This design comes from an exercise in tuning for small area, a short achievable clock period and few clock cycles per item on the open sky130 flow, not from production work. The RTL was checked by simulation tests, not by an equivalence proof against the original design.

==> flow/design.v (excerpt) <==
module rms_sound_level_meter #(
   parameter int MAX_BLOCK = 1024
) (
   input  logic                 clock,
   input  logic                 reset,
   input  logic                 req_valid,
   output logic                 req_stall,
   input  logic signed [31:0]   audio_word,
   input  logic                 block_end,
   output logic                 rsp_valid,
   input  logic                 rsp_stall,
   output logic signed [15:0]   level_db,
   output logic                 report_out,
   output logic                 silent,
   input  logic                 csr_we,
   input  logic [1:0]           csr_index,
   input  logic [14:0]          csr_wdata
);
   localparam logic [14:0] THRESHOLD_RESET = 15'd256;
   localparam logic [14:0] OFFSET_RESET    = 15'd30720;
   localparam logic [41:0] KDB             = 42'd197283;     
   localparam logic [41:0] KDB2            = 42'd394566;      
   localparam logic [41:0] KDB_NEG         = -42'd197283;
   localparam logic [41:0] KDB2_NEG        = -42'd394566;
   localparam logic [5:0]  B_START         = 6'd39;   
   localparam logic [5:0]  B_LAST_E        = 6'd34;   
   localparam logic [5:0]  B_LOAD_N        = 6'd35;   
   localparam logic [5:0]  B_LAST_STEP     = 6'd2;    
   logic        st_q;
   logic [10:0] cnt_in_q;
   logic [22:0] x_q;
   logic        a_q;
   logic        e_s_q, tk_s_q;
   logic [46:0] t1_q, t2_q;
   logic        e_t_q, tk_t_q;
   logic [56:0] acc_q;
   logic [10:0] cnt_q;
   logic        pend_q, cap_q, zero_q, r1_q;
   logic [5:0]  b_q;
   logic [29:0] mr_q;
   logic [6:0]  mx_q;
   logic [45:0] u1_q, u2_q;     
   logic        uc_q;           
   logic        br_q;
   logic [5:0]  ls_q, ln_q;
   logic [9:0]  nm_q;
   logic signed [41:0] p_q;
   logic        h_first_q, h_dbl_q, h_e_q, h_s_q, h_n_q;
   logic        ld_f_q, ld_n_q, ld_r_q;
   logic        sil_c_q;
   logic        f1_q;
   logic [14:0] thr_q, ofs_q;
   logic signed [15:0] last_q;
   logic        have_q;
   logic        rsp_valid_q;
   logic signed [15:0] level_q;
  ...
Size in the first run: roughly 4000 cells after synthesis, roughly 480 flip-flops, about 75 I/O pins.
Settings: LEC_CHECK=0, CAP_MARGIN=10, CORE_MARGIN=2, CORE_UTILIZATION=40, CTS_CLUSTER_DIAMETER=100, CTS_CLUSTER_SIZE=25, SLEW_MARGIN=10; clock period 13.0 ns.
standard.sh (not shown) runs the stock make flow with config.mk's settings and CLKGATE_MAP_FILE= SYNTH_SCRIPT=/design/flow/synth_recipe.tcl, a recipe that flattens the netlist after the stock synthesis.
==> flow/flow/run.sh <==
#!/bin/bash
# The standard layout (standard.sh: ORFS synthesis with the standard flow's script,
# then floorplan to finish) with these changes to how it is optimized:
#  - Yosys's synth skips its early ABC pass (SYNTH_ARGS=-noabc), so the
#    full adders written in the RTL are extracted as they are, without
#    inverters between them;
#  - adders use Yosys's own carry-lookahead mapping instead of ORFS's
#    Kogge-Stone extra map (setting SYNTH_OPERATIONS_ARGS to -nordff, a
#    no-op here since the design has no memories, drops that extra map);
#    registers are the same as in the standard synthesis;
#  - ORFS's repair_timing keeps a larger setup margin (flow/margin.txt), so
#    it sizes and buffers the critical paths;
#  - the port buffers are a plain buffer cell instead of the delay cell the
#    resizer picks by default.
# All output goes to make_finish.log here; ORFS's own logs are in orfs/logs.
set -euo pipefail
MARGIN=$(cat flow/margin.txt)
bash standard.sh SYNTH_ARGS=-noabc SYNTH_OPERATIONS_ARGS=-nordff SETUP_SLACK_MARGIN=$MARGIN \
  "BUFFER_PORTS_ARGS=-buffer_cell sky130_fd_sc_hd__buf_4" finish > make_finish.log 2>&1
==> flow/flow/margin.txt <==
9.0
The first run went through all stages and came out clean.
Testbench counts at the start, summed over its fixed seeds: cycles 19,485, samples 19,106.
Change:
==> flow/flow/margin.txt (replaced) <==
9.1
What happened: The changed run completed without violations; flip-flop and latch count stays the same; fmax came out lower by about 0.6%; first-iteration DRC count goes down by 3.3%; worst setup slack is worse by 0.027 ns; final area climbs by about 0.9%; sequential share of layout area shrinks by 0.21 points; final cell count is higher by about 0.44%; die area stays the same.
Change:
==> flow/flow/run.sh (replaced) <==
#!/bin/bash
# The standard layout (standard.sh: ORFS synthesis with the standard flow's script,
# then floorplan to finish) with these changes to how it is optimized:
#  - Yosys's synth skips its early ABC pass (SYNTH_ARGS=-noabc), so the
#    full adders written in the RTL are extracted as they are, without
#    inverters between them; registers are the same as in the standard
#    synthesis;
#  - ORFS's repair_timing keeps a larger setup margin (flow/margin.txt), so
#    it sizes and buffers the critical paths;
#  - the port buffers are a plain buffer cell instead of the delay cell the
#    resizer picks by default.
# All output goes to make_finish.log here; ORFS's own logs are in orfs/logs.
set -euo pipefail
MARGIN=$(cat flow/margin.txt)
bash standard.sh SYNTH_ARGS=-noabc SETUP_SLACK_MARGIN=$MARGIN \
  "BUFFER_PORTS_ARGS=-buffer_cell sky130_fd_sc_hd__buf_4" finish > make_finish.log 2>&1
==> flow/flow/margin.txt (replaced) <==
9.0
What happened:
- The changed run completed without violations
- die area rose by 2.8%
- sequential share of layout area goes up by 0.45 points
Change:
GPL_ROUTABILITY_DRIVEN = 0   (was not set)
The new run finished clean.
Area after synthesis does not change.
Final area stays the same.
Cell count does not change.
Synthesized cell count stays the same.
Via count is unchanged.
Count of clock-buffer cells in the layout does not change.
Routed wire length is unchanged.

* * *

== north ==
rms_sound_level_meter again, from the RTL that the note above started with.
==> flow/config.mk <==
export PLATFORM = sky130hd
export DESIGN_NAME = rms_sound_level_meter
export DESIGN_NICKNAME = rms_sound_level_meter
export VERILOG_FILES = /design/flow/design.v
export SDC_FILE = /design/flow/constraint.sdc
export NUM_CORES = 4
export LEC_CHECK = 0
export CAP_MARGIN = 10
export CORE_MARGIN = 2
export CORE_UTILIZATION = 40
export CTS_CLUSTER_DIAMETER = 100
export CTS_CLUSTER_SIZE = 25
export SLEW_MARGIN = 10
==> flow/constraint.sdc <==
create_clock -name core_clock -period 13.0 [get_ports {clock}]
set_input_delay 2.6000 -clock core_clock [delete_from_list [all_inputs] [get_ports {clock}]]
set_output_delay 2.6000 -clock core_clock [all_outputs]
set_load 0.01 [all_outputs]
==> flow/flow/run.sh <==
#!/bin/bash
# The standard layout (standard.sh: ORFS synthesis with the standard flow's script,
# then floorplan to finish) with these changes to how it is optimized:
#  - Yosys's synth skips its early ABC pass (SYNTH_ARGS=-noabc), so the
#    full adders written in the RTL are extracted as they are, without
#    inverters between them; registers are the same as in the standard
#    synthesis;
#  - ORFS's repair_timing keeps a larger setup margin (flow/margin.txt), so
#    it sizes and buffers the critical paths;
#  - the port buffers are a plain buffer cell instead of the delay cell the
#    resizer picks by default.
# All output goes to make_finish.log here; ORFS's own logs are in orfs/logs.
set -euo pipefail
MARGIN=$(cat flow/margin.txt)
bash standard.sh SYNTH_ARGS=-noabc SETUP_SLACK_MARGIN=$MARGIN \
  "BUFFER_PORTS_ARGS=-buffer_cell sky130_fd_sc_hd__buf_4" finish > make_finish.log 2>&1
==> flow/flow/margin.txt <==
8.95
Testbench counts of north, summed over its fixed seeds: cycles 19,485, samples 19,106.
Input-level comparison between south and north:
Settings: SLEW_MARGIN: 10 -> 5; CAP_MARGIN: 10 -> 5.
==> flow/flow/margin.txt <==
9.0
==> run summary <==
Diff north..south | count of clock-buffer cells in the layout | unchanged
There was hardly any difference in post-layout instance area between north and south.
From south to north, die area did not move at all.
Against north, south comes in 23 ps lower on time the worst path needs with I/O delays and setup.
Re number of non-clock buffers: north was higher than south.
Wire length of the first global-routing pass of north is on par with south.
north reports its first element of the critical path as level_q[8]$_SDFFCE_PP0P_ while south reports level_q[1]$_SDFFCE_PP0P_.

separate check: timing with driven ports:
The flow's constraints put no driver on any port. The routed layouts listed below were extracted and timed again, unchanged, in two steps. Step 1: set_driving_cell puts a clkbuf_16 on clock and a buf_2 on each other input, an assumption about the parent block. Step 2 times the ports against the registers' clock, not the clock port: input delays grow and output delays shrink by t, the midpoint of the rising clock arrivals with the driver on. a / b / c = no drivers / after step 1 / after step 2; a / b = the first two.
run	shift t [ns]	setup WS [ns]	worst setup path at the end	clock arrival spread, ns	worst register clock-pin slew, ns
the first run of note 1	0.708	8.771 / 8.771 / 8.622	input to register	0.039 / 0.039	0.11 / 0.11
the second run of note 1	0.711	8.744 / 8.744 / 8.742	input to register	0.038 / 0.038	0.11 / 0.11
the third run of note 1	0.679	9.064 / 8.996 / 8.674	input to register	0.029 / 0.028	0.12 / 0.12
the fourth run of note 1	0.679	9.064 / 8.996 / 8.674	input to register	0.029 / 0.028	0.12 / 0.12
north	0.685	9.041 / 8.971 / 8.663	input to register	0.037 / 0.037	0.11 / 0.11
south	0.679	9.064 / 8.996 / 8.674	input to register	0.029 / 0.028	0.12 / 0.12
After both steps every run listed still meets setup and hold.
